From an optimization exercise on the open Yosys and OpenROAD flow, aimed at small area and a short achievable clock period; shortcuts taken in it are not production practice. The RTL was checked by simulation tests, not by an equivalence proof against the original design.

==> run R: inputs <==
## coeff_loader
module coeff_loader #(
  parameter int TAPS    = coeff_loader_pkg::DEFAULT_TAPS,
  parameter int BW      = coeff_loader_pkg::DEFAULT_BW,
  parameter int TIMEOUT = 16
) (
  input  logic                        clk,
  input  logic                        rst,
  input  logic                        wr_en,
  input  logic [$clog2(TAPS)-1:0]     wr_addr,
  input  logic signed [BW-1:0]        wr_data,
  input  logic                        start,
  input  logic                        abort,
  output logic                        cfg_vld,
  output logic signed [BW-1:0]        cfg_data,
  output logic                        cfg_done_in,
  input  logic                        cfg_done_out,
  output logic                        busy,
  output logic                        done,
  output logic                        err
);
==> module coeff_loader, before the edit <==
module coeff_loader #(
  parameter int TAPS    = coeff_loader_pkg::DEFAULT_TAPS,
  parameter int BW      = coeff_loader_pkg::DEFAULT_BW,
  parameter int TIMEOUT = 16
) (
  input  logic                        clk,
  input  logic                        rst,
  input  logic                        wr_en,
  input  logic [$clog2(TAPS)-1:0]     wr_addr,
  input  logic signed [BW-1:0]        wr_data,
  input  logic                        start,
  input  logic                        abort,
  output logic                        cfg_vld,
  output logic signed [BW-1:0]        cfg_data,
  output logic                        cfg_done_in,
  input  logic                        cfg_done_out,
  output logic                        busy,
  output logic                        done,
  output logic                        err
);
  localparam int AW = $clog2(TAPS);
  localparam int TW = $clog2(TIMEOUT);
  logic          i_idle, i_sync, i_nsend, i_wait;
  logic          s_idle, s_sync, s_send, s_wait;
  logic          n_sync, n_send, n_wait, n_ack, n_stay, n_to, go;
  logic [TW-1:0] tcnt;      
  localparam int LW = 4;
  localparam int NL = 1 << LW;
  localparam int NH = TAPS / NL;
  logic [NL-1:0] rlo_n;     
  logic [NH-1:0] rhi_n;     
  logic          r_one;     
  assign s_idle = i_idle;
  assign s_sync = i_sync;
  assign s_send = !i_nsend;
  assign s_wait = i_wait;
  assign n_sync = !abort & s_idle & start;
  assign r_one  = !(rlo_n[1] | rhi_n[0]);
  assign n_send = !abort & (s_sync | (s_send & !r_one));
  assign n_stay = !abort & s_wait & !cfg_done_out & (tcnt != TW'(TIMEOUT - 1));
  assign n_to   = !abort & s_wait & !cfg_done_out & (tcnt == TW'(TIMEOUT - 1));
  assign n_wait = (!abort & s_send & r_one) | n_stay;
  assign n_ack  = !abort & s_wait & cfg_done_out;
  assign go     = n_sync | n_send;
  always_ff @(posedge clk or posedge rst) begin
    if (rst) begin
      i_idle      <= 1'b1;
      i_sync      <= 1'b0;
      i_nsend     <= 1'b1;
      i_wait      <= 1'b0;
      tcnt        <= '0;
      rlo_n       <= {{(NL-1){1'b1}}, 1'b0};
      rhi_n       <= {{(NH-1){1'b1}}, 1'b0};
      busy        <= 1'b0;
      cfg_vld     <= 1'b0;
      cfg_done_in <= 1'b0;
      done        <= 1'b0;
      err         <= 1'b0;
    end else begin
      i_idle      <= !(go | n_wait | n_ack);
      i_sync      <= n_sync;
      i_nsend     <= !n_send;
      i_wait      <= n_wait;
      tcnt        <= n_stay ? tcnt + TW'(1) : '0;
      rlo_n       <= go ? {rlo_n[NL-2:0], rlo_n[NL-1]} : {{(NL-1){1'b1}}, 1'b0};
      if (!go)
        rhi_n <= {{(NH-1){1'b1}}, 1'b0};
      else if (!rlo_n[NL-1])
        rhi_n <= {rhi_n[NH-2:0], rhi_n[NH-1]};
      busy        <= go | n_wait | n_ack;
      cfg_vld     <= n_send;
      cfg_done_in <= n_sync | n_ack;
      done        <= n_ack;
      if (n_sync)
        err <= 1'b0;
      else if (n_to)
        err <= 1'b1;
    end
  end
  logic          par;                
  logic          wv;                 
  logic [AW-1:0] wa;                 
  logic [BW-1:0] wd;                 
  logic          wz;                 
  logic          wh;                 
  always_ff @(posedge clk) begin
    par <= !par;
    wv  <= wr_en & s_idle;
    wz  <= wr_en & s_idle & (wr_addr == '0);
    wh  <= wr_en & s_idle & (wr_addr == {{(AW-1){1'b0}}, n_sync});
    wa  <= wr_addr;
    wd  <= wr_data ^ {BW{!par}};
  end
  logic [TAPS-1:0] we, hold;
  coeff_loader_dec #(.AW(AW), .N(TAPS)) u_we (.a(wa), .en(wv), .y(we));
  for (genvar i = 0; i < TAPS; i++) begin : g_hold
    coeff_loader_inv u (.a(we[i]), .y(hold[i]));
  end
  logic [BW-1:0] mem [TAPS];
  logic [BW-1:0] mem_d [TAPS];
  for (genvar i = 0; i < TAPS; i++) begin : g_word
    for (genvar b = 0; b < BW; b++) begin : g_bit
      coeff_loader_oai22 u (
        .a1(mem[i][b]), .a2(we[i]), .b1(hold[i]), .b2(wd[b]), .y(mem_d[i][b]));
    end
  end
  always_ff @(posedge clk) begin
    for (int i = 0; i < TAPS; i++)
      mem[i] <= mem_d[i];
  end
  localparam int NG = 8;
  localparam int GN = TAPS / NG;
  logic [TAPS-1:0]    rsel, sel;
  logic [BW-1:0]      rd;
  logic [NG*BW-1:0]   rp, rq;
  logic [TAPS*BW-1:0] mem_flat;
  always_comb
    for (int i = 0; i < TAPS; i++)
      mem_flat[i*BW +: BW] = mem[i];
  coeff_loader_dec2 #(.NL(NL), .NH(NH)) u_rdec (.lo_n(rlo_n), .hi_n(rhi_n), .y(rsel));
  assign sel = {rsel[TAPS-1:2], rsel[1:0] & {2{!wh}}};
  coeff_loader_rdgrp #(.BW(BW), .N(GN + 1)) u_rd0 (
    .sel({wh, sel[GN-1:0]}), .d({wd, mem_flat[GN*BW-1:0]}), .y_n(rp[BW-1:0]));
  for (genvar g = 1; g < NG; g++) begin : g_rd
    coeff_loader_rdgrp #(.BW(BW), .N(GN)) u_rd (
      .sel(sel[g*GN +: GN]), .d(mem_flat[g*GN*BW +: GN*BW]), .y_n(rp[g*BW +: BW]));
  end
  always_ff @(posedge clk)
    rq <= rp;
  always_comb begin
    rd = '0;
    for (int g = 0; g < NG; g++)
      rd = rd | ~rq[g*BW +: BW];
  end
  always_ff @(posedge clk or posedge rst) begin
    if (rst)
      cfg_data <= '0;
    else if (n_send)
      cfg_data <= ((s_sync & wz) ? wd : ~rd) ^ {BW{par}};
  end
endmodule
==> module coeff_loader_inv, before the edit <==
module coeff_loader_inv (
  input  logic a,
  output logic y
);
  assign y = !a;
endmodule
Settings: LEC_CHECK=0, CAP_MARGIN=20, CORE_MARGIN=2, CORE_UTILIZATION=50, CTS_CLUSTER_DIAMETER=80, CTS_CLUSTER_SIZE=24, SETUP_SLACK_MARGIN=3.5, SLEW_MARGIN=20, SYNTH_HIERARCHICAL=1, SYNTH_MINIMUM_KEEP_SIZE=0; clock period 6.0 ns.
run.sh (not shown) runs the stock make flow with config.mk's settings and CLKGATE_MAP_FILE= SYNTH_SCRIPT=/design/flow/synth_recipe.tcl, a recipe that flattens the netlist after the stock synthesis.
==> run B (differences from run R) <==
--- a/flow/design.v
+++ b/flow/design.v
@@ -90,22 +90,15 @@
   end
   logic          par;                
-  logic          wv;                 
-  logic [AW-1:0] wa;                 
+  logic          wen;                
   logic [BW-1:0] wd;                 
-  logic          wz;                 
   logic          wh;                 
-  always_ff @(posedge clk) begin
+  always_ff @(posedge clk)
     par <= !par;
-    wv  <= wr_en & s_idle;
-    wz  <= wr_en & s_idle & (wr_addr == '0);
-    wh  <= wr_en & s_idle & (wr_addr == {{(AW-1){1'b0}}, n_sync});
-    wa  <= wr_addr;
-    wd  <= wr_data ^ {BW{!par}};
-  end
+  assign wen = wr_en & s_idle;
+  assign wd  = wr_data ^ {BW{par}};
+  assign wh  = wen & (wr_addr == '0);
   logic [TAPS-1:0] we, hold;
-  coeff_loader_dec #(.AW(AW), .N(TAPS)) u_we (.a(wa), .en(wv), .y(we));
-  for (genvar i = 0; i < TAPS; i++) begin : g_hold
-    coeff_loader_inv u (.a(we[i]), .y(hold[i]));
-  end
+  coeff_loader_dec  #(.AW(AW), .N(TAPS)) u_we   (.a(wr_addr), .en(wen), .y(we));
+  coeff_loader_decn #(.AW(AW), .N(TAPS)) u_hold (.a(wr_addr), .en(wen), .yn(hold));
   logic [BW-1:0] mem [TAPS];
   logic [BW-1:0] mem_d [TAPS];
@@ -130,5 +123,5 @@
       mem_flat[i*BW +: BW] = mem[i];
   coeff_loader_dec2 #(.NL(NL), .NH(NH)) u_rdec (.lo_n(rlo_n), .hi_n(rhi_n), .y(rsel));
-  assign sel = {rsel[TAPS-1:2], rsel[1:0] & {2{!wh}}};
+  assign sel = {rsel[TAPS-1:1], rsel[0] & !wh};
   coeff_loader_rdgrp #(.BW(BW), .N(GN + 1)) u_rd0 (
     .sel({wh, sel[GN-1:0]}), .d({wd, mem_flat[GN*BW-1:0]}), .y_n(rp[BW-1:0]));
@@ -148,5 +141,5 @@
       cfg_data <= '0;
     else if (n_send)
-      cfg_data <= ((s_sync & wz) ? wd : ~rd) ^ {BW{par}};
+      cfg_data <= ~rd ^ {BW{par}};
   end
 endmodule
@@ -175,4 +168,16 @@
       for (int l = 0; l < NL; l++)
         y[h*NL + l] = !(hi_n[h] | lo_n[l]);
+endmodule
+module coeff_loader_decn #(
+  parameter int AW = 7,
+  parameter int N  = 128
+) (
+  input  logic [AW-1:0] a,
+  input  logic          en,
+  output logic [N-1:0]  yn
+);
+  always_comb
+    for (int i = 0; i < N; i++)
+      yn[i] = !(en & (a == AW'(i)));
 endmodule
 module coeff_loader_rdgrp #(
@@ -225,8 +230,2 @@
   assign y = !((a1 | a2) & (b1 | b2));
 endmodule
-module coeff_loader_inv (
-  input  logic a,
-  output logic y
-);
-  assign y = !a;
-endmodule
Settings changed: CORE_UTILIZATION 50 to 40, CTS_CLUSTER_DIAMETER 80 to 100, CTS_CLUSTER_SIZE 24 to 30, SETUP_SLACK_MARGIN 3.5 to 3.6.
==> run E (differences from run R) <==
--- a/flow/design.v
+++ b/flow/design.v
@@ -120,6 +120,6 @@
       mem[i] <= mem_d[i];
   end
-  localparam int NG = 8;
-  localparam int GN = TAPS / NG;
+  localparam int NG = 6;
+  localparam int G1 = TAPS / NG;
   logic [TAPS-1:0]    rsel, sel;
   logic [BW-1:0]      rd;
@@ -131,9 +131,11 @@
   coeff_loader_dec2 #(.NL(NL), .NH(NH)) u_rdec (.lo_n(rlo_n), .hi_n(rhi_n), .y(rsel));
   assign sel = {rsel[TAPS-1:2], rsel[1:0] & {2{!wh}}};
-  coeff_loader_rdgrp #(.BW(BW), .N(GN + 1)) u_rd0 (
-    .sel({wh, sel[GN-1:0]}), .d({wd, mem_flat[GN*BW-1:0]}), .y_n(rp[BW-1:0]));
+  coeff_loader_rdgrp #(.BW(BW), .N(G1 + 1)) u_rd0 (
+    .sel({wh, sel[G1-1:0]}), .d({wd, mem_flat[G1*BW-1:0]}), .y_n(rp[BW-1:0]));
   for (genvar g = 1; g < NG; g++) begin : g_rd
-    coeff_loader_rdgrp #(.BW(BW), .N(GN)) u_rd (
-      .sel(sel[g*GN +: GN]), .d(mem_flat[g*GN*BW +: GN*BW]), .y_n(rp[g*BW +: BW]));
+    localparam int S = (g * TAPS) / NG;
+    localparam int N = ((g + 1) * TAPS) / NG - (g * TAPS) / NG;
+    coeff_loader_rdgrp #(.BW(BW), .N(N)) u_rd (
+      .sel(sel[S +: N]), .d(mem_flat[S*BW +: N*BW]), .y_n(rp[g*BW +: BW]));
   end
   always_ff @(posedge clk)
@@ -144,9 +146,14 @@
       rd = rd | ~rq[g*BW +: BW];
   end
+  logic [BW-1:0] cfg_val, cfg_hold_n;
+  assign cfg_val = ((s_sync & wz) ? wd : ~rd) ^ {BW{par}};
   always_ff @(posedge clk or posedge rst) begin
-    if (rst)
-      cfg_data <= '0;
-    else if (n_send)
-      cfg_data <= ((s_sync & wz) ? wd : ~rd) ^ {BW{par}};
+    if (rst) begin
+      cfg_data   <= '0;
+      cfg_hold_n <= '1;
+    end else begin
+      cfg_data   <= n_send ? cfg_val : ~cfg_hold_n;
+      cfg_hold_n <= n_send ? ~cfg_val : cfg_hold_n;
+    end
   end
 endmodule
Settings changed: CORE_UTILIZATION 50 to 55, SETUP_SLACK_MARGIN 3.5 to 3.45.
==> impl_metrics.tcl <==
set metrics [dict create \
    outcome "no timing/DRC/antenna violations" \
    p_leak_uw 0.0300 \
    dr_wl_met2_um 123000 \
    cts_buffers 84 \
]
The numbers above come from run B.

==> impl_metrics.tcl <==
set metrics [dict create \
    outcome "no timing/DRC/antenna violations" \
    p_leak_uw 0.0292 \
    cts_buffers 106 \
    dr_wl_met2_um 111000 \
]
The numbers above come from run E.

==> impl_metrics.tcl <==
set metrics [dict create \
    outcome "no timing/DRC/antenna violations" \
    synthToLayoutAreaGrowth_pct 12.5 \
    p_leak_uw 0.0302 \
    dr_wl_met2_um 115000 \
    cts_buffers 109 \
]
The numbers above come from run R.

## static timing again, ports no longer ideal
No port has a modelled driver above. Below, the same layouts with a new extraction and two added sets of constraints.
Step 1, drivers: a clkbuf_16 drives clk and a buf_2 each remaining input, both assumed.
Step 2 also shifts input and output timing later by t, the mid clock arrival at the registers, as if the neighbouring blocks saw the same clock.
a / b / c = no drivers / after step 1 / after step 2; a / b = the first two.
| run | t, ns | slack for setup (ns) | worst register clock-pin slew, ns |
|---|---|---|---|
| run R | 0.846 | 3.397 / 3.342 / 2.830 | 0.10 / 0.10 |
| run B | 0.835 | 3.434 / 3.395 / 2.625 | 0.12 / 0.12 |
| run E | 0.824 | 3.376 / 3.304 / 2.838 | 0.10 / 0.10 |
After both steps setup and hold are still met in every run listed. The setup slack of run B, which loses most, moves by -0.039 ns with the drivers and by -0.809 ns with both steps.
